Context: an optimization exercise on an open-source flow, tuned for small area. The choices shown serve that exercise and are no tape-out recipe.
Only simulation tests tie the RTL to the original design; equivalence was not proved.
Power is estimated from default activity; no workload was simulated. No driver is modelled on the clock port, so clocking that relies on it looks cheaper here than on a real chip.

zinc:
Design mips_pipe_top, start of the top module:
module mips_pipe_top (
	input logic clk,
	input logic arst_n,
	input logic instr_req,
	input logic [31:0] instr,
	output logic instr_ack,
	output logic br_valid,
	output logic br_taken,
	output logic wb_valid,
	output logic [4:0] wb_reg,
	output logic [31:0] wb_data
);
Size: ~1500 cells after synthesis, about 1100 flip-flops, about 76 I/O pins, ~24000 µm² of cells after synthesis.
export LEC_CHECK = 0
export ABC_AREA = 1
export CAP_MARGIN = 20
export CORE_MARGIN = 2
export CORE_UTILIZATION = 70
export CTS_CLUSTER_DIAMETER = 80
export CTS_CLUSTER_SIZE = 34
export SETUP_SLACK_MARGIN = 0.3
export SLEW_MARGIN = 20
create_clock -name core_clock -period 10.0 [get_ports {clk}]
standard.sh (not shown) runs the stock make flow with config.mk's settings and CLKGATE_MAP_FILE= SYNTH_SCRIPT=/design/flow/synth_recipe.tcl, a recipe that flattens the netlist after the stock synthesis.
==> flow/flow/run.sh <==
#!/bin/bash
# Own layout flow: the standard layout (standard.sh), changed in two places.
#  - synthesis maps with an area-recovering ABC script (flow/abc_area.script)
#    instead of ORFS's abc_area.script, which buffers and upsizes;
#    everything else in synth_recipe.tcl is kept, so registers and names are
#    the standard synthesis's.
#  - clock tree synthesis inserts no dummy loads.
#  - the input and output port buffers are buf_1 cells.
# The make output goes to standard_flow.log, ORFS's own logs to orfs/logs.
set -euo pipefail
W=$PWD
F=$W/flow
{
	head -n 1 "$W/synth_recipe.tcl"
	echo "proc abc {args} { set i [lsearch \$args -script]; set args [lreplace \$args [expr {\$i+1}] [expr {\$i+1}] $F/abc_area.script]; yosys abc {*}\$args }"
	tail -n +2 "$W/synth_recipe.tcl"
} > "$W/own_synth.tcl"
bash "$W/standard.sh" "SYNTH_SCRIPT=$W/own_synth.tcl" \
	"CTS_ARGS=-sink_clustering_enable -repair_clock_nets -sink_clustering_size 34 -sink_clustering_max_diameter 80 -dont_use_dummy_load" \
	"BUFFER_PORTS_ARGS=-buffer_cell sky130_fd_sc_hd__buf_1" \
	finish > "$W/standard_flow.log" 2>&1
==> flow/flow/abc_area.script <==
strash
dch
map -a
strash
dch
map -a
topo
Per the final summary, zinc finished and its layout is clean on timing, DRC and antenna.
Setup changes, zinc to fjord
==> flow/flow/abc_area.script <==
strash
dch -f
map -a
strash
dch -f
map -a
strash
dch -f
map -a
topo
## What came out
- fjord: synthesized cell count lower than zinc
- Net load switching power in fjord is 0.77% higher than in zinc
- Compared with zinc, fjord shows a higher worst setup slack before clock tree synthesis.
- Compared with zinc, in fjord flip-flop and latch share of the layout cell area held, portion of total power attributed to the clock network higher, global-route usage has increased, total detailed-routing wirelength now larger.


mips_pipe_top, a different RTL version from the one above (not shown whole).
Size: about 1500 cells after synthesis, roughly 76 I/O pins, ~0.024 mm^2 of cells after synthesis.
==> flow/config.mk <==
export PLATFORM = sky130hd
export DESIGN_NAME = mips_pipe_top
export DESIGN_NICKNAME = mips_pipe_top
export VERILOG_FILES = /design/flow/design.v
export SDC_FILE = /design/flow/constraint.sdc
export NUM_CORES = 4
export LEC_CHECK = 0
export ABC_AREA = 1
export CAP_MARGIN = 20
export CORE_MARGIN = 2
export CORE_UTILIZATION = 80
export CTS_CLUSTER_DIAMETER = 80
export CTS_CLUSTER_SIZE = 34
export SETUP_SLACK_MARGIN = 0.3
export SLEW_MARGIN = 20
==> flow/constraint.sdc <==
create_clock -name core_clock -period 10.0 [get_ports {clk}]
set_input_delay 2.0000 -clock core_clock [delete_from_list [all_inputs] [get_ports {clk}]]
set_output_delay 2.0000 -clock core_clock [all_outputs]
set_load 0.01 [all_outputs]
==> flow/flow/abc_area.script <==
strash
dch
map -a
strash
dch
map -a
topo
Scripts as last shown in full above: flow/flow/run.sh
The baseline did not get past 4_1_cts with DPL-0033.
Change:
- CORE_UTILIZATION: 80 -> 70
Now the flow produced a clean layout.
Area after synthesis is unchanged.
Synthesized cell count is unchanged.

-- port drivers added, routing unchanged --
Ports are ideal in the flow. The routed layouts listed here were re-timed in OpenROAD. Step 1, drivers: a clkbuf_16 drives clk and a buf_2 each remaining input, both assumed. Step 2 moves the port delays by t, midway between the first and last clock arrival at a register: inputs arrive t later, outputs are due t later. That takes back most of the time a late clock gives input paths. Three values: no drivers, after step 1, after step 2; two values: the first two.
| run | t, ns | setup WS [ns] | worst register clock-pin slew, ns |
|---|---|---|---|
| zinc | 0.591 | 2.091 / 2.038 / 2.629 | 0.12 / 0.12 |
| fjord | 0.577 | 2.292 / 2.236 / 2.813 | 0.12 / 0.12 |
| the second run of note 2 | 0.579 | 2.355 / 2.301 / 2.880 | 0.12 / 0.12 |
After both steps setup and hold are still met in every run listed.
